This design comes from an exercise in tuning for small area and a short achievable clock period on the open sky130 flow, not from production work.
Only simulation tests tie the RTL to the original design; equivalence was not proved.
Power is estimated from default activity; no workload was simulated.

`flow/run.sh`:
```
#!/bin/bash
# synth_recipe.tcl (not shown) runs the flow's synth.tcl, then flattens the netlist and writes it again
# the make line also repeats each setting of config.mk as NAME=value (left out here)
make -C /OpenROAD-flow-scripts/flow DESIGN_CONFIG=/design/flow/config.mk WORK_HOME=/design/flow/orfs CLKGATE_MAP_FILE= SYNTH_SCRIPT=/design/flow/synth_recipe.tcl finish
```
`flow/config.mk`:
```
export PLATFORM = sky130hd
export DESIGN_NAME = mac_array_2x2
export DESIGN_NICKNAME = mac_array_2x2
export VERILOG_FILES = /design/flow/design.v
export SDC_FILE = /design/flow/constraint.sdc
export NUM_CORES = 4
export LEC_CHECK = 0
export CAP_MARGIN = 20
export CORE_MARGIN = 2
export CORE_UTILIZATION = 40
export SLEW_MARGIN = 20
```
`flow/constraint.sdc`:
```
create_clock -name core_clock -period 6.5 [get_ports {clk}]
set_input_delay 1.3000 -clock core_clock [delete_from_list [all_inputs] [get_ports {clk}]]
set_output_delay 1.3000 -clock core_clock [all_outputs]
set_load 0.01 [all_outputs]
```
`flow/design.v`:
```
package mac_pkg;
  localparam int DATA_W = 8;
  localparam int ACC_W  = 32;
  typedef logic signed [DATA_W-1:0] operand_t;
  typedef logic signed [ACC_W-1:0]  acc_t;
  typedef operand_t operand_arr_t [2][2];
  typedef acc_t     acc_arr_t     [2][2];
endpackage
module mac_pe
#(
  parameter int DATA_W = mac_pkg::DATA_W,
  parameter int ACC_W  = mac_pkg::ACC_W
) (
  input  logic                     clk,
  input  logic                     rst_n,
  input  logic                     en,
  input  logic                     clear,
  input  logic signed [DATA_W-1:0] a,
  input  logic signed [DATA_W-1:0] b,
  output logic signed [ACC_W-1:0]  acc
);
  logic [31:0] acc_r;
  logic        inc_r, dec_r;
  wire  [7:0]  ag = a & {8{en}};
  wire pp1 = ag[0] & b[0];
  wire pp2 = ag[0] & b[1];
  wire pp3 = ag[0] & b[2];
  wire pp4 = ag[0] & b[3];
  wire pp5 = ag[0] & b[4];
  wire pp6 = ag[0] & b[5];
  wire pp7 = ag[0] & b[6];
  wire pp8 = ~(ag[0] & b[7]);
  wire pp9 = ag[1] & b[0];
  wire pp10 = ag[1] & b[1];
  wire pp11 = ag[1] & b[2];
  wire pp12 = ag[1] & b[3];
  wire pp13 = ag[1] & b[4];
  wire pp14 = ag[1] & b[5];
  wire pp15 = ag[1] & b[6];
  wire pp16 = ~(ag[1] & b[7]);
  wire pp17 = ag[2] & b[0];
  wire pp18 = ag[2] & b[1];
  wire pp19 = ag[2] & b[2];
  wire pp20 = ag[2] & b[3];
  wire pp21 = ag[2] & b[4];
  wire pp22 = ag[2] & b[5];
  wire pp23 = ag[2] & b[6];
  wire pp24 = ~(ag[2] & b[7]);
  wire pp25 = ag[3] & b[0];
  wire pp26 = ag[3] & b[1];
  wire pp27 = ag[3] & b[2];
  wire pp28 = ag[3] & b[3];
  wire pp29 = ag[3] & b[4];
  wire pp30 = ag[3] & b[5];
  wire pp31 = ag[3] & b[6];
  wire pp32 = ~(ag[3] & b[7]);
  wire pp33 = ag[4] & b[0];
  wire pp34 = ag[4] & b[1];
  wire pp35 = ag[4] & b[2];
  wire pp36 = ag[4] & b[3];
  wire pp37 = ag[4] & b[4];
  wire pp38 = ag[4] & b[5];
  wire pp39 = ag[4] & b[6];
  wire pp40 = ~(ag[4] & b[7]);
  wire pp41 = ag[5] & b[0];
  wire pp42 = ag[5] & b[1];
  wire pp43 = ag[5] & b[2];
  wire pp44 = ag[5] & b[3];
  wire pp45 = ag[5] & b[4];
  wire pp46 = ag[5] & b[5];
  wire pp47 = ag[5] & b[6];
  wire pp48 = ~(ag[5] & b[7]);
  wire pp49 = ag[6] & b[0];
  wire pp50 = ag[6] & b[1];
  wire pp51 = ag[6] & b[2];
  wire pp52 = ag[6] & b[3];
  wire pp53 = ag[6] & b[4];
  wire pp54 = ag[6] & b[5];
  wire pp55 = ag[6] & b[6];
  wire pp56 = ~(ag[6] & b[7]);
  wire pp57 = ~(ag[7] & b[0]);
  wire pp58 = ~(ag[7] & b[1]);
  wire pp59 = ~(ag[7] & b[2]);
  wire pp60 = ~(ag[7] & b[3]);
  wire pp61 = ~(ag[7] & b[4]);
  wire pp62 = ~(ag[7] & b[5]);
  wire pp63 = ~(ag[7] & b[6]);
  wire pp64 = ag[7] & b[7];
  wire s65 = pp41 ^ pp34;
  wire c66 = pp41 & pp34;
  wire s67 = pp49 ^ pp42 ^ pp35;
  wire c68 = (pp49 & pp42) | (pp49 & pp35) | (pp42 & pp35);
  wire s69 = pp28 ^ pp21;
  wire c70 = pp28 & pp21;
  wire s71 = pp57 ^ pp50 ^ pp43;
  wire c72 = (pp57 & pp50) | (pp57 & pp43) | (pp50 & pp43);
  wire s73 = pp36 ^ pp29 ^ pp22;
  wire c74 = (pp36 & pp29) | (pp36 & pp22) | (pp29 & pp22);
  wire s75 = pp15 ^ pp8;
  wire c76 = pp15 & pp8;
  wire s77 = ~(pp58 ^ pp51);
  wire c78 = pp58 | pp51;
  wire s79 = pp44 ^ pp37 ^ pp30;
  wire c80 = (pp44 & pp37) | (pp44 & pp30) | (pp37 & pp30);
  wire s81 = pp23 ^ pp16 ^ acc_r[8];
  wire c82 = (pp23 & pp16) | (pp23 & acc_r[8]) | (pp16 & acc_r[8]);
  wire s83 = pp59 ^ pp52 ^ pp45;
  wire c84 = (pp59 & pp52) | (pp59 & pp45) | (pp52 & pp45);
  wire s85 = pp38 ^ pp31 ^ pp24;
  wire c86 = (pp38 & pp31) | (pp38 & pp24) | (pp31 & pp24);
  wire s87 = pp60 ^ pp53 ^ pp46;
  wire c88 = (pp60 & pp53) | (pp60 & pp46) | (pp53 & pp46);
  wire s89 = pp25 ^ pp18;
  wire c90 = pp25 & pp18;
  wire s91 = pp33 ^ pp26 ^ pp19;
  wire c92 = (pp33 & pp26) | (pp33 & pp19) | (pp26 & pp19);
  wire s93 = pp12 ^ pp5;
  wire c94 = pp12 & pp5;
  wire s95 = s65 ^ pp27 ^ pp20;
  wire c96 = (s65 & pp27) | (s65 & pp20) | (pp27 & pp20);
  wire s97 = pp13 ^ pp6 ^ acc_r[5];
  wire c98 = (pp13 & pp6) | (pp13 & acc_r[5]) | (pp6 & acc_r[5]);
  wire s99 = c66 ^ s69 ^ s67;
  wire c100 = (c66 & s69) | (c66 & s67) | (s69 & s67);
  wire s101 = pp14 ^ pp7 ^ acc_r[6];
  wire c102 = (pp14 & pp7) | (pp14 & acc_r[6]) | (pp7 & acc_r[6]);
  wire s103 = c70 ^ c68 ^ s75;
  wire c104 = (c70 & c68) | (c70 & s75) | (c68 & s75);
  wire s105 = s73 ^ s71 ^ acc_r[7];
  wire c106 = (s73 & s71) | (s73 & acc_r[7]) | (s71 & acc_r[7]);
  wire s107 = c76 ^ c74 ^ c72;
  wire c108 = (c76 & c74) | (c76 & c72) | (c74 & c72);
  wire s109 = s81 ^ s79 ^ s77;
  wire c110 = (s81 & s79) | (s81 & s77) | (s79 & s77);
  wire s111 = c82 ^ c80 ^ c78;
  wire c112 = (c82 & c80) | (c82 & c78) | (c80 & c78);
  wire s113 = s85 ^ s83 ^ acc_r[9];
  wire c114 = (s85 & s83) | (s85 & acc_r[9]) | (s83 & acc_r[9]);
  wire s115 = c86 ^ c84 ^ s87;
  wire c116 = (c86 & c84) | (c86 & s87) | (c84 & s87);
  wire s117 = pp39 ^ pp32 ^ acc_r[10];
  wire c118 = (pp39 & pp32) | (pp39 & acc_r[10]) | (pp32 & acc_r[10]);
  wire s119 = c88 ^ pp61 ^ pp54;
  wire c120 = (c88 & pp61) | (c88 & pp54) | (pp61 & pp54);
  wire s121 = pp47 ^ pp40 ^ acc_r[11];
  wire c122 = (pp47 & pp40) | (pp47 & acc_r[11]) | (pp40 & acc_r[11]);
  wire s123 = pp62 ^ pp55 ^ pp48;
  wire c124 = (pp62 & pp55) | (pp62 & pp48) | (pp55 & pp48);
  wire s125 = pp17 ^ pp10;
  wire c126 = pp17 & pp10;
  wire s127 = s89 ^ pp11 ^ pp4;
  wire c128 = (s89 & pp11) | (s89 & pp4) | (pp11 & pp4);
  wire s129 = c90 ^ s93 ^ s91;
  wire c130 = (c90 & s93) | (c90 & s91) | (s93 & s91);
  wire s131 = c94 ^ c92 ^ s97;
  wire c132 = (c94 & c92) | (c94 & s97) | (c92 & s97);
  wire s133 = c98 ^ c96 ^ s101;
  wire c134 = (c98 & c96) | (c98 & s101) | (c96 & s101);
  wire s135 = c102 ^ c100 ^ s105;
  wire c136 = (c102 & c100) | (c102 & s105) | (c100 & s105);
  wire s137 = c106 ^ c104 ^ s109;
  wire c138 = (c106 & c104) | (c106 & s109) | (c104 & s109);
  wire s139 = c110 ^ c108 ^ s113;
  wire c140 = (c110 & c108) | (c110 & s113) | (c108 & s113);
  wire s141 = c114 ^ c112 ^ s117;
  wire c142 = (c114 & c112) | (c114 & s117) | (c112 & s117);
  wire s143 = c118 ^ c116 ^ s121;
  wire c144 = (c118 & c116) | (c118 & s121) | (c116 & s121);
  wire s145 = c122 ^ c120 ^ s123;
  wire c146 = (c122 & c120) | (c122 & s123) | (c120 & s123);
  wire s147 = c124 ^ pp63 ^ pp56;
  wire c148 = (c124 & pp63) | (c124 & pp56) | (pp63 & pp56);
  wire s149 = pp9 ^ pp2;
  wire c150 = pp9 & pp2;
  wire s151 = s125 ^ pp3 ^ acc_r[2];
  wire c152 = (s125 & pp3) | (s125 & acc_r[2]) | (pp3 & acc_r[2]);
  wire s153 = c126 ^ s127 ^ acc_r[3];
  wire c154 = (c126 & s127) | (c126 & acc_r[3]) | (s127 & acc_r[3]);
  wire s155 = c128 ^ s129 ^ acc_r[4];
  wire c156 = (c128 & s129) | (c128 & acc_r[4]) | (s129 & acc_r[4]);
  wire s157 = c130 ^ s131 ^ s95;
  wire c158 = (c130 & s131) | (c130 & s95) | (s131 & s95);
  wire s159 = c132 ^ s133 ^ s99;
  wire c160 = (c132 & s133) | (c132 & s99) | (s133 & s99);
  wire s161 = c134 ^ s135 ^ s103;
  wire c162 = (c134 & s135) | (c134 & s103) | (s135 & s103);
  wire s163 = c136 ^ s137 ^ s107;
  wire c164 = (c136 & s137) | (c136 & s107) | (s137 & s107);
  wire s165 = c138 ^ s139 ^ s111;
  wire c166 = (c138 & s139) | (c138 & s111) | (s139 & s111);
  wire s167 = c140 ^ s141 ^ s115;
  wire c168 = (c140 & s141) | (c140 & s115) | (s141 & s115);
  wire s169 = c142 ^ s143 ^ s119;
  wire c170 = (c142 & s143) | (c142 & s119) | (s143 & s119);
  wire s171 = c144 ^ s145 ^ acc_r[12];
  wire c172 = (c144 & s145) | (c144 & acc_r[12]) | (s145 & acc_r[12]);
  wire s173 = c146 ^ s147 ^ acc_r[13];
  wire c174 = (c146 & s147) | (c146 & acc_r[13]) | (s147 & acc_r[13]);
  wire s175 = c148 ^ pp64 ^ acc_r[14];
  wire c176 = (c148 & pp64) | (c148 & acc_r[14]) | (pp64 & acc_r[14]);
  wire s177 = ~acc_r[15];
  wire [17:0] r0 = {1'b0, acc_r[15], s177, s175, s173, s171, s169, s167, s165, s163, s161, s159, s157, s155, s153, s151, acc_r[1], acc_r[0]};
  wire [17:0] r1 = {1'b0, 1'b0, c176, c174, c172, c170, c168, c166, c164, c162, c160, c158, c156, c154, c152, c150, s149, pp1};
  wire [17:0] lo = r0 + r1;
  wire [15:0] hi_res = acc_r[31:16] + {{15{dec_r}}, inc_r | dec_r};
  wire [31:0] sum = {hi_res, lo[15:0]};
  wire inc_n = lo[17];
  wire dec_n = ~lo[17] & ~lo[16];
  always_ff @(posedge clk) begin
    if (!rst_n || clear) begin
      acc_r <= '0;
      inc_r <= 1'b0;
      dec_r <= 1'b0;
    end else begin
      acc_r <= sum;
      inc_r <= inc_n;
      dec_r <= dec_n;
    end
  end
  assign acc = {hi_res, acc_r[15:0]};
endmodule
module mac_array_2x2
#(
  parameter int DATA_W = mac_pkg::DATA_W,
  parameter int ACC_W  = mac_pkg::ACC_W
) (
  input  logic                  clk,
  input  logic                  rst_n,
  input  logic                  en,
  input  logic                  clear,
  input  logic [4*DATA_W-1:0]   a,
  input  logic [4*DATA_W-1:0]   b,
  output logic [4*ACC_W-1:0]    acc
);
  for (genvar gi = 0; gi < 2; gi++) begin : g_row
    for (genvar gj = 0; gj < 2; gj++) begin : g_col
      mac_pe #(
        .DATA_W (DATA_W),
        .ACC_W  (ACC_W)
      ) u_pe (
        .clk   (clk),
        .rst_n (rst_n),
        .en    (en),
        .clear (clear),
        .a     (a[(2*gi+gj)*DATA_W +: DATA_W]),
        .b     (b[(2*gi+gj)*DATA_W +: DATA_W]),
        .acc   (acc[(2*gi+gj)*ACC_W +: ACC_W])
      );
    end
  end
endmodule
```
==> metrics.yaml, run 1 <==
outcome: "finished clean"
rsz0062_at_grt: "no"
post_cts_buffers: 0
place.gp.congestion: 0.8768
htreeDepth: 4
clock-sinks: 136
drt_iter0_markers: 643
whs_ps: 530.4
fmax_mhz: 176.6
die_w_um: 206.8
worstMarginPinSlew_ps: 924.3
multi_input_area_um2: 12020
drive_gt1_frac: 0.03605
grt_max_degree: 78
vias: 12955
root_buffer: "clkbuf_16"
ios: 196
cp-start-kind: "input pin"
slew_violations: 0
ys_ff_latch: 136
synthCells: 1866
p_per_area_nw_per_um2: 381.1
worstSetupPathType: "in2reg"
synth_flop_cell: "dfxtp_1"
drv_cap: 0
power_mw: 7.287
dpl.hpwl_um: 31670
place_ws_ps: 404.4
ir_drop_mv: 0.2514
drc: 0
final_area_um2: 19120
grt_usage: 0.1938
p_leak_nw: 9.424
nets: 2412
yosysWarnings: 1
skew_ps: 11.39
io_buffer_count: 195
layout_min_cycle_time_ps: 5662
clk_latency_ps: 470
regArea_um2: 2723
grt_pass1_vias: 13173
drtAntennaViolNets: 0
wl_per_cell_um: 15.80
numCtsBuffers: 17
period_share: 0.8711
antenna_found_initial: 0
tns_ps: 0
hold_viol_final: 0
cts_tree: "done"
first_pass_iters: 5
ff2ff_setup_slack_ps: 2110
place_area_um2: 18530
synthesis.nets: 2294
clkTransAtPathRegs_ps: 70
worst_hold_path_type: "reg2reg"
cts_resized: 0
clk_path_buf_depth: 2
arrival_ps: 6020
vias_per_cell: 5.121
slew_headroom: 0.3829
p_sw_mw: 3.357
syn_area_per_cell_um2: 8.819
worst_ep_required_time_ps: 6860
pwr-share-seq: 0.160
synth_edf_count: 0
drt-total-wl_um: 39980
core-area_um2: 40740
setup_viol: 0
cp-end-kind: "register"
grt_pass1_wl_um: 66000
die_h_um: 206.8
nFillCells: 3955
combPwrFrac: 0.700
area_delta_synth_final_pct: 16.19
die_area_um2: 42780
ys_types: 65
synthArstFlopShare: 0
placementRows: 74
synth_area_um2: 16460
path_max_fanout: 77
p_clk_frac: 0.139
ctsHoldBuffers: 0
internal-power_mw: 3.931
start_util: 0.4039
gr-total-overflow: 0
worst_slack_ps: 837.9
swShare: 0.4606
ys_seq_area_frac: 0.1655
path summary, 6_finish.rpt:
check                                              start                                      end  depth (start not counted)
min          g_row[0].g_col[0].u_pe.acc_r[15]$_SDFF_PP0_  g_row[0].g_col[0].u_pe.inc_r$_SDFF_PP0_                          2
max reg2reg   g_row[0].g_col[1].u_pe.acc_r[8]$_SDFF_PP0_  g_row[0].g_col[1].u_pe.dec_r$_SDFF_PP0_                         15
max                                                   en  g_row[1].g_col[0].u_pe.dec_r$_SDFF_PP0_                         17
min reg2reg  g_row[0].g_col[0].u_pe.acc_r[15]$_SDFF_PP0_  g_row[0].g_col[0].u_pe.inc_r$_SDFF_PP0_                          2
final cells by class:
| class | instances | area share |
|---|---|---|
| Multi-Input combinational cell | 1336 | 0.6289 |
| Sequential cell | 136 | 0.1424 |
| Timing Repair Buffer | 208 | 0.1071 |
| Inverter | 285 | 0.05595 |
| Tap cell | 532 | 0.03481 |
| Clock buffer | 18 | 0.02297 |
| Clock inverter | 14 | 0.007787 |
| Antenna cell | 1 | 0.0001309 |
power by group through the flow:
stage	sequential, mW	clock, mW	combinational [mW]
floorplan	1.13	0	3.73
global placement	1.19	0	5.02
detailed placement	1.19	0	5.10
CTS	1.17	1.06	5.14
global route	1.19	1.09	5.77
finish	1.17	1.02	5.10
metal layers:
layer,global-route usage,share of wire,vias to the layer above
met2,0.3152,0.46,235
met5,0,0,-
li1,-,-,6390
met4,0.05952,0.020,0
met3,0.03673,0.038,47
met1,0.2616,0.48,6283
stage by stage:
stage / instances / util
2_1_floorplan: 1866 / -
3_3_place_gp: 2497 / 0.4548
3_5_place_dp: 2497 / 0.4548
4_1_cts: 2529 / 0.4693
5_1_grt: 2529 / 0.4693
6_report: 2530 / 0.4693
layout by cell type (no fill, tap or decap), types with 5 or more instances in the layout:
cell type and count:
a211o_1 5, a211oi_1 26, a21o_1 33, a21oi_1 72, a31oi_1 11, and2_1 72
and3_1 173, buf_4 14, clkbuf_16 17, clkdlybuf4s50_1 194, dfxtp_1 136, fa_1 200
ha_1 160, inv_1 285, inv_6 7, mux2i_1 6, nand2_1 69, nand2b_1 16
nand3_1 77, nand4_1 6, nor2_1 106, nor2b_1 11, nor3_1 21, o21a_1 30
o21ai_0 52, o21bai_1 11, o31ai_1 6, or2_2 7, or3_1 5, xnor2_1 51
xor2_1 47
critical path, cell delays in order:
cell and delay (ps):
buf_4 520, buf_4 350, nand3_1 130, fa_1 540, inv_1 50, fa_1 470
inv_1 50, fa_1 520, inv_1 50, fa_1 450, ha_1 360, and2_1 200
nand4_1 150, a31o_2 260, o21ai_0 310, nand2_1 120, and3_1 150
cell families (layout without fill, tap and decap cells):
group                      Yosys count  in the layout  synth area share
muxes                                6              6          0.003650
xor gates and xnor gates            98             98           0.05216
adders and majority gates          360            360            0.3650
DFF                                136            136            0.1655
other                                0              1                 0
AOI/OAI and AO/OA                  294            294            0.1217
and+or+nand+nor                    578            578            0.1876
buffers and inverters              394            525            0.1045
state kept, by name (all words and copies together), names as in the netlist:
register and cells:
g_row.g_col.u_pe.inc_r 4, g_row.g_col.u_pe.dec_r 4, g_row.g_col.u_pe.acc_r 128
synthesized netlist by cell type, drive strengths merged (57+ instances only):
| library cell | instances | area share |
|---|---|---|
| nand3 | 77 | 0.023 |
| buf | 64 | 0.029 |
| ha | 160 | 0.12 |
| a21oi | 72 | 0.022 |
| dfxtp | 136 | 0.17 |
| and3 | 173 | 0.066 |
| o21ai | 57 | 0.018 |
| nor2 | 106 | 0.024 |
| inv | 285 | 0.065 |
| fa | 200 | 0.24 |
| and2 | 72 | 0.027 |
| nand2 | 69 | 0.016 |
==> run 2: changes to the inputs <==
--- a/flow/config.mk
+++ b/flow/config.mk
@@ -9,3 +9,4 @@
 export CORE_MARGIN = 2
 export CORE_UTILIZATION = 40
+export SETUP_SLACK_MARGIN = 1.0
 export SLEW_MARGIN = 20
==> run 2 against run 1 <==
  * Routed wire length rose by 0.77%
  * Sequential share of layout area fell by 0.17 points
  * Highest routed layer unchanged
  * Largest cell class unchanged
  * Via count rose by 0.46%
  * Clock skew rose by 2.4 ps
  * Clock power rose by 8%
  * Largest power group unchanged
==> metrics.yaml, run 2 <==
outcome: "finished clean"
worstSetupPathType: "in2reg"
r2r_cells: 15  # unchanged
start_util: 0.4039  # unchanged
syn_area_per_cell_um2: 8.819  # unchanged
htreeDepth: 4  # unchanged
hp-start: "g_row[0].g_col[0].u_pe.acc_r[15]$_SDFF_PP0_"
die_w_um: 206.8  # unchanged
clock-sinks: 136  # unchanged
first_pass_iters: 5  # unchanged
slew_headroom: 0.4458  # +0.06280
vias: 13015  # +0.46%
ys_seq_area_frac: 0.1655  # unchanged
drv_cap: 0  # unchanged
nets: 2415  # +0.12%
power_mw: 7.586  # +4.1%
synth_edf_count: 0  # unchanged
antenna_found_initial: 0  # unchanged
tns_ps: 0  # unchanged
drt_iter0_markers: 692  # +7.6%
layout_min_cycle_time_ps: 5373  # -289.1 ps
grt_pass1_wl_um: 66560  # +0.85%
path_max_fanout: 8  # -90%
ys_types: 65  # unchanged
rsz0062_at_grt: "yes"
yosys.area.top_type: "fa_1"
p_per_area_nw_per_um2: 391.7  # +2.8%
vias_per_cell: 5.140  # +0.38%
drt-total-wl_um: 40280  # +0.77%
r2r-end: "g_row[0].g_col[1].u_pe.dec_r$_SDFF_PP0_"
ff2ff_setup_slack_ps: 2140  # +30 ps
ios: 196  # unchanged
synthCells: 1866  # unchanged
worst_ep_required_time_ps: 6890  # +30 ps
hold_viol_final: 0  # unchanged
grt_max_degree: 69  # -12%
drive_gt1_frac: 0.04600  # +0.009946
period_share: 0.8266  # -0.04448
drtAntennaViolNets: 0  # unchanged
min_path_cells: 2  # unchanged
synth_flop_cell: "dfxtp_1"
gr-total-overflow: 0  # unchanged
clk_latency_ps: 490  # +20 ps
top_regs: "g_row.g_col.u_pe.acc_r (128), g_row.g_col.u_pe.dec_r (4), g_row.g_col.u_pe.inc_r (4)"
whs_ps: 534.1  # +3.651 ps
die_area_um2: 42780  # unchanged
root_buffer: "clkbuf_16"
drc: 0  # unchanged
clk_path_buf_depth: 2  # unchanged
regMostFlops: "g_row.g_col.u_pe.acc_r"
grt_usage: 0.1984  # +0.004521
final_common_cell: "inv_1"
area_delta_synth_final_pct: 17.69
synthTopCellsByArea: "fa_1 (24%), dfxtp_1 (17%), ha_1 (12%), and3_1 (6.6%), inv_1 (6.5%)"
core-area_um2: 40740  # unchanged
yosys.area.top_type_share: 0.2433  # unchanged
synth_common_cells: "inv_1 (285), fa_1 (200), and3_1 (173)"
place.gp.congestion: 0.8586  # -2.1%
synth_area_um2: 16460  # unchanged
reg2reg_from: "g_row[0].g_col[1].u_pe.acc_r[8]$_SDFF_PP0_"
cp-end-kind: "register"
yosysWarnings: 1  # unchanged
clkTransAtPathRegs_ps: 60  # about the same
io_buffer_count: 195  # unchanged
dpl.hpwl_um: 31520  # -0.50%
synth.most_common_cell: "inv_1"
synthArstFlopShare: 0  # unchanged
largest_register_ffs: 128  # unchanged
fmax_mhz: 186.1  # +5.4%
synthesis.nets: 2294  # unchanged
worst_hold_path_type: "reg2reg"
antennaDiodeCount: 0  # -1
placementRows: 74  # unchanged
grt_pass1_vias: 13223  # +0.38%
numCtsBuffers: 17  # unchanged
cp-start-kind: "input pin"
worstMarginPinSlew_ps: 831.4  # -92.94 ps
die_h_um: 206.8  # unchanged
setup_viol: 0  # unchanged
ir_drop_mv: 0.3498  # +39%
mostFrequentLayoutCells: "inv_1 (285), fa_1 (200), and3_1 (173)"
slew_violations: 0  # unchanged
wl_per_cell_um: 15.91  # +0.69%
arrival_ps: 5760  # -260 ps
hold_end: "g_row[0].g_col[0].u_pe.inc_r$_SDFF_PP0_"
nFillCells: 3971  # +0.40%
skew_ps: 13.77  # +2.382 ps
ys_ff_latch: 136  # unchanged
cts_tree: "done"
p_leak_nw: 9.813  # +4.1%
## run 2: cell counts after synthesis
Identical to the previous run, type by type.
## run 2: worst max path at each step
stage | cells after the start | slack, ps | end | from
3_3_place_gp | 18 | 440 | g_row[0].g_col[0].u_pe.dec_r$_SDFF_PP0_ | en
6_report | 16 | 1130 | g_row[0].g_col[0].u_pe.dec_r$_SDFF_PP0_ | a[6]
4_1_cts | 17 | 990 | g_row[0].g_col[0].u_pe.dec_r$_SDFF_PP0_ | en
2_1_floorplan | 18 | 990 | g_row[0].g_col[1].u_pe.dec_r$_SDFF_PP0_ | en
3_5_place_dp | 17 | 280 | g_row[0].g_col[0].u_pe.dec_r$_SDFF_PP0_ | en
5_1_grt | 17 | 930 | g_row[0].g_col[0].u_pe.dec_r$_SDFF_PP0_ | a[7]
## run 2: through the flow
stage | util | cell area (µm²) | setup slack [ps] | std cells
after floorplan | - | 16510 | 991.8 | 1866
after global placement | 0.4551 | 18540 | 438.9 | 2495
after detailed placement | 0.4551 | 18540 | 284.7 | 2495
after CTS | 0.4705 | 19170 | 991.0 | 2527
after global routing | 0.4754 | 19370 | 926.6 | 2532
final | 0.4754 | 19370 | 1127 | 2532
## run 2: kinds of logic after synthesis
logic type	after synthesis	synth area share
adder cells (fa/ha/maj)	360	0.3650
buffers and inverters	394	0.1045
XOR/XNOR	98	0.05216
multiplexers	6	0.003650
AND/OR/NAND/NOR	578	0.1876
AO/OA/AOI/OAI	294	0.1217
flip-flops	136	0.1655
## run 2: timing repair
action                     in CTS  in global routing
setup buffers                   0                  5
hold buffers                    0                  0
setup endpoints to repair      13                 27
gates resized for setup        21                 57
pin swaps                       1                  5
## run 2: per-layer routing
metal,track usage,up-vias,part of all wire
met2,0.3232,204,0.47
met5,0,-,0
met3,0.03736,48,0.037
met1,0.2642,6369,0.47
met4,0.06890,0,0.020
li1,-,6394,-
## run 2: worst max-delay path: stages
cell	delay, ps
clkdlybuf4s50_1	550
and3_1	280
fa_1	480
fa_1	510
inv_1	50
fa_1	520
inv_1	50
fa_1	460
ha_1	380
a21oi_1	170
nor2_1	80
o41ai_2	310
o31ai_1	120
o21ai_1	160
xnor2_1	90
nor4b_2	250
## run 2: area by class of cell
| cell class | instances | area [µm²] | area share |
|---|---|---|---|
| Multi-Input combinational cell | 1336 | 12120 | 0.6260 |
| Clock buffer | 18 | 439.2 | 0.02268 |
| Inverter | 285 | 1070 | 0.05524 |
| Timing Repair Buffer | 211 | 2152 | 0.1111 |
| Tap cell | 532 | 665.6 | 0.03437 |
| Sequential cell | 136 | 2725 | 0.1407 |
| Clock inverter | 14 | 191.4 | 0.009885 |
## run 2: power breakdown
| part | switching, mW | internal, mW | total, mW |
|---|---|---|---|
| Clock | 0.446 | 0.653 | 1.10 |
| Sequential | 0.150 | 1.00 | 1.15 |
| Combinational | 2.83 | 2.50 | 5.33 |
| Total | 3.42 | 4.16 | 7.59 |
==> run 3: changes to the inputs <==
--- a/flow/config.mk
+++ b/flow/config.mk
@@ -9,4 +9,4 @@
 export CORE_MARGIN = 2
 export CORE_UTILIZATION = 40
-export SETUP_SLACK_MARGIN = 1.0
+export SETUP_SLACK_MARGIN = 2.0
 export SLEW_MARGIN = 20
==> run 3 against run 2 <==
  * Die area stayed put
  * Via count is 3.7% higher
  * Register-to-register slack better by 240 ps
  * Power is 20% higher
  * Routed wire length is 9.3% higher
  * Global-route usage is 1.2 points higher
  * Cell count is 3.1% higher
  * Core utilization is 4.4 points higher
  * Worst hold slack better by 28 ps
  * Combinational power is 31% higher
  * Still clean on timing, DRC and antenna
  * Critical path depth is 1 higher
  * Critical endpoint is now g_row[0].g_col[1].u_pe.dec_r$_SDFF_PP0_
==> metrics.yaml, run 3 <==
clock-sinks: 136  # unchanged
whs_ps: 561.7  # +27.62 ps
mostFrequentLayoutCells: "inv_1 (271), fa_1 (185), and3_1 (156)"
synth_common_cells: "inv_1 (285), fa_1 (200), and3_1 (173)"
min_path_cells: 2  # unchanged
synth_area_um2: 16460  # unchanged
rsz0062_at_grt: "yes"
ys_ff_latch: 136  # unchanged
yosys.area.top_type_share: 0.2433  # unchanged
worst_hold_path_type: "reg2reg"
cts_tree: "done"
largest_register_ffs: 128  # unchanged
grt_pass1_vias: 13796  # +4.3%
core-area_um2: 40740  # unchanged
synthTopCellsByArea: "fa_1 (24%), dfxtp_1 (17%), ha_1 (12%), and3_1 (6.6%), inv_1 (6.5%)"
skew_ps: 12.40  # -1.371 ps
grt_max_degree: 50  # -28%
area_delta_synth_final_pct: 28.64
grt_usage: 0.2108  # +0.01243
outcome: "finished clean"
slew_headroom: 0.3914  # -0.05438
synth_flop_cell: "dfxtp_1"
ir_drop_mv: 0.3499  # about the same
nets: 2493  # +3.2%
die_w_um: 206.8  # unchanged
vias_per_cell: 5.168  # +0.54%
placementRows: 74  # unchanged
yosys.area.top_type: "fa_1"
grt_pass1_wl_um: 70730  # +6.3%
cp-start-kind: "input pin"
synthArstFlopShare: 0  # unchanged
setup_viol: 0  # unchanged
period_share: 0.7695  # -0.05716
drive_gt1_frac: 0.1833  # +0.1373
drtAntennaViolNets: 0  # unchanged
fmax_mhz: 199.9  # +7.4%
io_buffer_count: 195  # unchanged
hold_viol_final: 0  # unchanged
p_per_area_nw_per_um2: 430.7  # +10%
clk_path_buf_depth: 2  # unchanged
worstSetupPathType: "in2reg"
tns_ps: 0  # unchanged
vias: 13494  # +3.7%
synthCells: 1866  # unchanged
drv_cap: 0  # unchanged
worstMarginPinSlew_ps: 912.9  # +81.57 ps
fin_util: 0.5196  # +0.04426
clkTransAtPathRegs_ps: 70  # about the same
layout_min_cycle_time_ps: 5001  # -371.6 ps
cp-end-kind: "register"
first_pass_iters: 5  # unchanged
numCtsBuffers: 17  # unchanged
p_leak_nw: 10.38  # +5.8%
ctsHoldBuffers: 0  # unchanged
antenna_found_initial: 1  # +1
dpl.hpwl_um: 32360  # +2.7%
ys_types: 65  # unchanged
synthesis.nets: 2294  # unchanged
regMostFlops: "g_row.g_col.u_pe.acc_r"
arrival_ps: 5390  # -370 ps
top_regs: "g_row.g_col.u_pe.acc_r (128), g_row.g_col.u_pe.dec_r (4), g_row.g_col.u_pe.inc_r (4)"
yosysWarnings: 1  # unchanged
die_h_um: 206.8  # unchanged
wl_per_cell_um: 16.86  # +6.0%
drt-total-wl_um: 44020  # +9.3%
synth_edf_count: 0  # unchanged
die_area_um2: 42780  # unchanged
start_util: 0.4039  # unchanged
drc: 0  # unchanged
path_max_fanout: 11  # +3
ys_seq_area_frac: 0.1655  # unchanged
drt_iter0_markers: 696  # +0.58%
clk_latency_ps: 480  # about the same
ios: 196  # unchanged
gr-total-overflow: 0  # unchanged
final_common_cell: "inv_1"
root_buffer: "clkbuf_16"
place.gp.congestion: 0.8797  # +2.5%
syn_area_per_cell_um2: 8.819  # unchanged
htreeDepth: 4  # unchanged
r2r_cells: 16  # +1
worst_ep_required_time_ps: 6880  # about the same
synth.most_common_cell: "inv_1"
slew_violations: 0  # unchanged
==> run 3: cell counts after synthesis <==
Identical to the previous run, type by type.
==> run 3: final timing paths <==
check / start / endpoint / slack, ps
max reg2reg: g_row[1].g_col[1].u_pe.acc_r[8]$_SDFF_PP0_ / g_row[1].g_col[1].u_pe.acc_r[15]$_SDFF_PP0_ / 2380
min reg2reg: g_row[1].g_col[0].u_pe.acc_r[15]$_SDFF_PP0_ / g_row[1].g_col[0].u_pe.inc_r$_SDFF_PP0_ / 560
min: g_row[1].g_col[0].u_pe.acc_r[15]$_SDFF_PP0_ / g_row[1].g_col[0].u_pe.inc_r$_SDFF_PP0_ / 560
max: en / g_row[0].g_col[1].u_pe.dec_r$_SDFF_PP0_ / 1500
==> run 3: timing repair <==
| item | in CTS | in global routing |
|---|---|---|
| setup endpoints to repair | 88 | 68 |
| pin swaps | 89 | 95 |
| resized for setup | 337 | 127 |
| cloned | 10 | 1 |
| buffers inserted | 58 | 16 |
==> run 3: metal layers <==
layer	GRT usage	wire (µm)
met3	0.03909	1846
met4	0.06054	771
met5	0	0
met1	0.2767	20050
met2	0.3549	21350
==> run 3: worst max-delay path, cell delays in order <==
cell and delay, ps:
buf_16 130, buf_4 150, buf_16 130, and3_4 160, fa_1 510, fa_1 510
inv_1 50, fa_1 470, inv_1 50, fa_1 520, ha_4 220, a21o_1 180
a31oi_4 200, o21ai_4 80, a211o_1 280, a41oi_2 210, nor4b_2 220
==> run 3: cell type report <==
cell class / instances / area [µm²]
clock buffers: 18 / 439.2
well taps: 532 / 665.6
inverters: 285 / 1070
flip-flops and latches: 136 / 2734
clock inverters: 14 / 151.4
repair buffers: 289 / 2973
fillers: 3782 / 19570
multi-input cells: 1336 / 13130
diodes: 1 / 2.502
==> run 3: stage by stage <==
| step | cells | power, mW | instance area (µm²) | setup slack [ps] |
|---|---|---|---|---|
| 6_report | 2611 | 9.118 | 21170 | 1499 |
| 5_1_grt | 2611 | 9.882 | 21170 | 1390 |
| 4_1_cts | 2593 | 8.595 | 20660 | 1525 |
| 3_3_place_gp | 2493 | 6.712 | 18850 | 595.2 |
| 3_5_place_dp | 2493 | 6.771 | 18850 | 500.5 |
| 2_1_floorplan | 1866 | 5.265 | 16920 | 1131 |
==> run 3: kinds of logic after synthesis <==
kind of cell / after synthesis / synth area share
and+or+nand+nor: 578 / 0.1876
buffers and inverters: 394 / 0.1045
xor gates and xnor gates: 98 / 0.05216
AOI/OAI and AO/OA: 294 / 0.1217
DFF: 136 / 0.1655
muxes: 6 / 0.003650
adders and majority gates: 360 / 0.3650
==> run 3: power breakdown <==
part / internal, mW / total, mW / leakage (nW) / switching, mW
registers: 1.01 / 1.12 / 1.11 / 0.118
logic: 3.43 / 6.96 / 8.99 / 3.53
clock network: 0.554 / 1.03 / 0.287 / 0.479
total: 4.99 / 9.12 / 10.4 / 4.13
==> run 4: changes to the inputs <==
==> flow/flow/run.sh (new file) <==
#!/bin/bash
# Layout: the standard flow (standard.sh), with the port buffers that
# global placement inserts made plain buf_2 cells instead of the delay buffers
# the resizer picks by default.  make's full output goes to standard.log; each
# ORFS step also keeps its own log under orfs/logs/.
set -euo pipefail
export BUFFER_PORTS_ARGS="-buffer_cell sky130_fd_sc_hd__buf_2"
bash standard.sh > standard.log 2>&1
==> flow/standard.sh (new file) <==
#!/bin/bash
# synth_recipe.tcl (not shown) runs the flow's synth.tcl, then flattens the netlist and writes it again
# the make line also repeats each setting of config.mk as NAME=value (left out here)
make -C /OpenROAD-flow-scripts/flow DESIGN_CONFIG=/design/flow/config.mk WORK_HOME=/design/flow/orfs CLKGATE_MAP_FILE= SYNTH_SCRIPT=/design/flow/synth_recipe.tcl "${@:-finish}"
--- a/flow/config.mk
+++ b/flow/config.mk
@@ -9,4 +9,4 @@
 export CORE_MARGIN = 2
 export CORE_UTILIZATION = 40
-export SETUP_SLACK_MARGIN = 2.0
+export SETUP_SLACK_MARGIN = 1.0
 export SLEW_MARGIN = 20
removed: flow/run.sh
==> run 4 against run 3 <==
  * Highest routed layer unchanged
  * Non-clock buffer count fell by 85
  * Largest cell class unchanged
  * Core utilization shrank 7.3 points
  * Fmax down 5.7%
  * Still clean
  * Largest power group unchanged
  * Count of clock-buffer cells in the layout rose by 1
==> metrics.yaml, run 4 <==
outcome: "finished clean"
die_area_um2: 42780  # unchanged
r2r_cells: 15  # -1
pwr-share-seq: 0.167  # +0.044
swShare: 0.4803  # +0.02747
worst_ep_required_time_ps: 6880  # about the same
htreeDepth: 4  # unchanged
synth_fa_ha_area_frac: 0.3650  # unchanged
regArea_um2: 2723  # -0.41%
synth-xor-area-share: 0.05216  # unchanged
drtAntennaViolNets: 0  # unchanged
rsz0062_at_grt: "no"
worstSetupPathType: "in2reg"
synth_edf_count: 0  # unchanged
p_per_area_nw_per_um2: 385.6  # -10%
placementRows: 74  # unchanged
numCtsBuffers: 17  # unchanged
synthSimpleGateAreaFrac: 0.1876  # unchanged
place.gp.congestion: 0.9038  # +2.7%
crit_cells: 16  # -1
syn_area_per_cell_um2: 8.819  # unchanged
grt_pass1_vias: 13063  # -5.3%
ys_ff_latch: 136  # unchanged
ys_seq_area_frac: 0.1655  # unchanged
clk_latency_ps: 490  # about the same
root_buffer: "clkbuf_16"
cts_tree: "done"
wl_per_cell_um: 15.66  # -7.1%
slew_headroom: 0.4157  # +0.02436
synth_area_um2: 16460  # unchanged
slew_violations: 0  # unchanged
ir_drop_mv: 0.1981  # -43%
p_sw_mw: 3.369  # -18%
io_buffer_count: 195  # unchanged
regMostFlops: "g_row.g_col.u_pe.acc_r"
cpPeakStageDelay_ps: 520  # about the same
yosys.area.top_type: "fa_1"
min_path_cells: 2  # unchanged
synth_common_cells: "inv_1 (285), fa_1 (200), and3_1 (173)"
path_cells: "buf_16 > and2_1 > nand2_1 > fa_1 > fa_1 > inv_1 > fa_1 > fa_1 > inv_1 > ha_1 > or4_1 > o22ai_2 > o31a_1 > o2bb2ai_1 > mux2i_1 > a2111oi_2"
top_regs: "g_row.g_col.u_pe.acc_r (128), g_row.g_col.u_pe.dec_r (4), g_row.g_col.u_pe.inc_r (4)"
vias_per_cell: 5.149  # -0.37%
synth_flop_cell: "dfxtp_1"
path_max_fanout: 70  # +59
worst_slack_ps: 1195  # -303.5 ps
mostFrequentLayoutCells: "inv_1 (285), fa_1 (200), buf_2 (194)"
clk_path_buf_depth: 2  # unchanged
r2r-end: "g_row[0].g_col[1].u_pe.dec_r$_SDFF_PP0_"
fin_util: 0.4466  # -0.07303
synthTopCellsByArea: "fa_1 (24%), dfxtp_1 (17%), ha_1 (12%), and3_1 (6.6%), inv_1 (6.5%)"
place_ws_ps: 344.2  # -156.3 ps
synthesis.nets: 2294  # unchanged
die_h_um: 206.8  # unchanged
drt_iter0_markers: 750  # +7.8%
drc: 0  # unchanged
setup_viol: 0  # unchanged
largest_register_ffs: 128  # unchanged
start_util: 0.4039  # unchanged
combPwrFrac: 0.690  # -0.073
ys_types: 65  # unchanged
drt-total-wl_um: 39550  # -10%
antennaDiodeCount: 0  # -1
ctsHoldBuffers: 0  # unchanged
synth-compound-area-share: 0.1217  # unchanged
arrival_ps: 5680  # +290 ps
hold_viol_final: 0  # unchanged
synth_top_family_by_area: "adder cells"
die_w_um: 206.8  # unchanged
reg2reg_from: "g_row[0].g_col[1].u_pe.acc_r[8]$_SDFF_PP0_"
period_share: 0.8161  # +0.04669
worstMarginPinSlew_ps: 875.2  # -37.74 ps
first_pass_iters: 5  # unchanged
synthCells: 1866  # unchanged
synthArstFlopShare: 0  # unchanged
synth.most_common_cell: "inv_1"
yosys.area.top_type_share: 0.2433  # unchanged
p_clk_frac: 0.143  # +0.030
tns_ps: 0  # unchanged
p_leak_nw: 9.611  # -7.4%
grt_pass1_wl_um: 64760  # -8.4%
grt_max_degree: 70  # +40%
worst_hold_path_type: "reg2reg"
ios: 196  # unchanged
clock-sinks: 136  # unchanged
crit_top_cell: "fa_1"
muxShareOfSynthArea: 0.003650  # unchanged
cp-start-kind: "input pin"
grt_usage: 0.1914  # -0.01941
ff2ff_setup_slack_ps: 2150  # -230 ps
endpoint: "g_row[1].g_col[1].u_pe.dec_r$_SDFF_PP0_"
dpl.hpwl_um: 30960  # -4.3%
final_common_cell: "inv_1"
antenna_found_initial: 0  # -1
vias: 13001  # -3.7%
multi_input_area_um2: 12060  # -8.2%
layout_min_cycle_time_ps: 5305  # +303.5 ps
skew_ps: 16.06  # +3.659 ps
crit_start: "en"
crit_slowest_cell: "fa_1"
area_delta_synth_final_pct: 10.56
drive_gt1_frac: 0.1330  # -0.05038
nFillCells: 4038  # +6.8%
core-area_um2: 40740  # unchanged
cp-end-kind: "register"
internal-power_mw: 3.646  # -27%
path_buf_inv: 3  # -2
gr-total-overflow: 0  # unchanged
drv_cap: 0  # unchanged
clkTransAtPathRegs_ps: 70  # about the same
critPathTopFamily: "adder cells"
fmax_mhz: 188.5  # -5.7%
post_cts_buffers: 0  # -100%
yosysWarnings: 1  # unchanged
nets: 2408  # -3.4%
[run 4: how the worst min path moves through the flow]
stage | start | endpoint | slack [ps]
6_report | g_row[0].g_col[0].u_pe.acc_r[15]$_SDFF_PP0_ | g_row[0].g_col[0].u_pe.inc_r$_SDFF_PP0_ | 540
5_1_grt | g_row[0].g_col[0].u_pe.acc_r[15]$_SDFF_PP0_ | g_row[0].g_col[0].u_pe.inc_r$_SDFF_PP0_ | 580
4_1_cts | g_row[0].g_col[0].u_pe.acc_r[15]$_SDFF_PP0_ | g_row[0].g_col[0].u_pe.inc_r$_SDFF_PP0_ | 550
3_5_place_dp | g_row[0].g_col[0].u_pe.acc_r[15]$_SDFF_PP0_ | g_row[0].g_col[0].u_pe.inc_r$_SDFF_PP0_ | 540
3_3_place_gp | g_row[0].g_col[0].u_pe.acc_r[15]$_SDFF_PP0_ | g_row[0].g_col[0].u_pe.inc_r$_SDFF_PP0_ | 510
2_1_floorplan | g_row[1].g_col[0].u_pe.acc_r[15]$_SDFF_PP0_ | g_row[1].g_col[0].u_pe.inc_r$_SDFF_PP0_ | 490
[run 4: what timing repair did]
action,4_1_cts,5_1_grt
pin swaps,0,1
cloned,0,1
resized for setup,1,7
endpoints found under the setup margin,5,17
[run 4: routing by layer]
| layer | part of all wire | global-route usage | vias up |
|---|---|---|---|
| met5 | 0 | 0 | - |
| met4 | 0.019 | 0.06535 | 0 |
| met3 | 0.047 | 0.03705 | 53 |
| met2 | 0.47 | 0.3092 | 269 |
| met1 | 0.47 | 0.2568 | 6304 |
| li1 | - | - | 6375 |
[run 4: stage by stage]
stage               total power [mW]  std cells  hold slack, ps  instance area, µm²
finish                         7.015       2525           536.7               18190
detailed placement             6.004       2492           536.6               17560
global placement               5.951       2492           514.8               17560
CTS                            7.085       2524           552.6               18130
floorplan                      4.908       1866           489.0               16510
global route                   7.781       2525           584.1               18190
[run 4: power by group through the flow]
stage	Combinational, mW	Sequential (mW)	Clock (mW)
4_1_cts	4.86	1.18	1.05
2_1_floorplan	3.78	1.13	0
5_1_grt	5.51	1.20	1.07
3_3_place_gp	4.76	1.19	0
3_5_place_dp	4.81	1.19	0
6_report	4.84	1.17	1.00
[run 4: final cells by class]
cell class / count / area share
clock inverter: 13 / 0.006602
inverter: 285 / 0.05880
clock buffer: 19 / 0.02490
tap: 532 / 0.03659
multi-input combinational: 1336 / 0.6626
timing repair buffer: 204 / 0.06086
sequential: 136 / 0.1496
[run 4: kinds of logic after synthesis]
| family | count (synthesis) |
|---|---|
| AND/OR/NAND/NOR | 578 |
| buffers and inverters | 394 |
| adder cells (fa/ha/maj) | 360 |
| AO/OA/AOI/OAI | 294 |
| flip-flops | 136 |
| XOR/XNOR | 98 |
| multiplexers | 6 |
[run 4: worst min-delay path, stage by stage (launching register included)]
cell and delay (ps):
dfxtp_1 360, nand2_1 80, a21oi_1 60

## port drivers added, routing unchanged
The flow's constraints put no driver on any port. The routed layouts listed below were extracted and timed again, unchanged, in two steps.
Step 1 sets driving cells, clkbuf_16 on the clock port and buf_2 on the other inputs (assumed; they add their load-dependent delay and slew).
Step 2 moves the port delays by t, midway between the first and last clock arrival at a register: inputs arrive t later, outputs are due t later. That takes back most of the time a late clock gives input paths.
Three values: no drivers, after step 1, after step 2; two values: the first two.
run	t (ns)	slack for setup (ns)	hold WS [ns]	worst setup path after step 2	pins driven straight from the clock port
run 1	0.512	0.838 / 0.829 / 0.356	0.530 / 0.530 / 0.530	input to register	1
run 2	0.530	1.127 / 1.157 / 0.626	0.534 / 0.534 / 0.534	input to register	1
run 3	0.523	1.499 / 1.332 / 0.809	0.562 / 0.562 / 0.562	input to register	1
run 4	0.529	1.195 / 1.161 / 0.632	0.537 / 0.537 / 0.537	input to register	1
After both steps setup and hold are still met in every run listed. For run 3, which loses most, drivers alone change the setup slack by -0.167 ns; drivers and shift together by -0.690 ns.
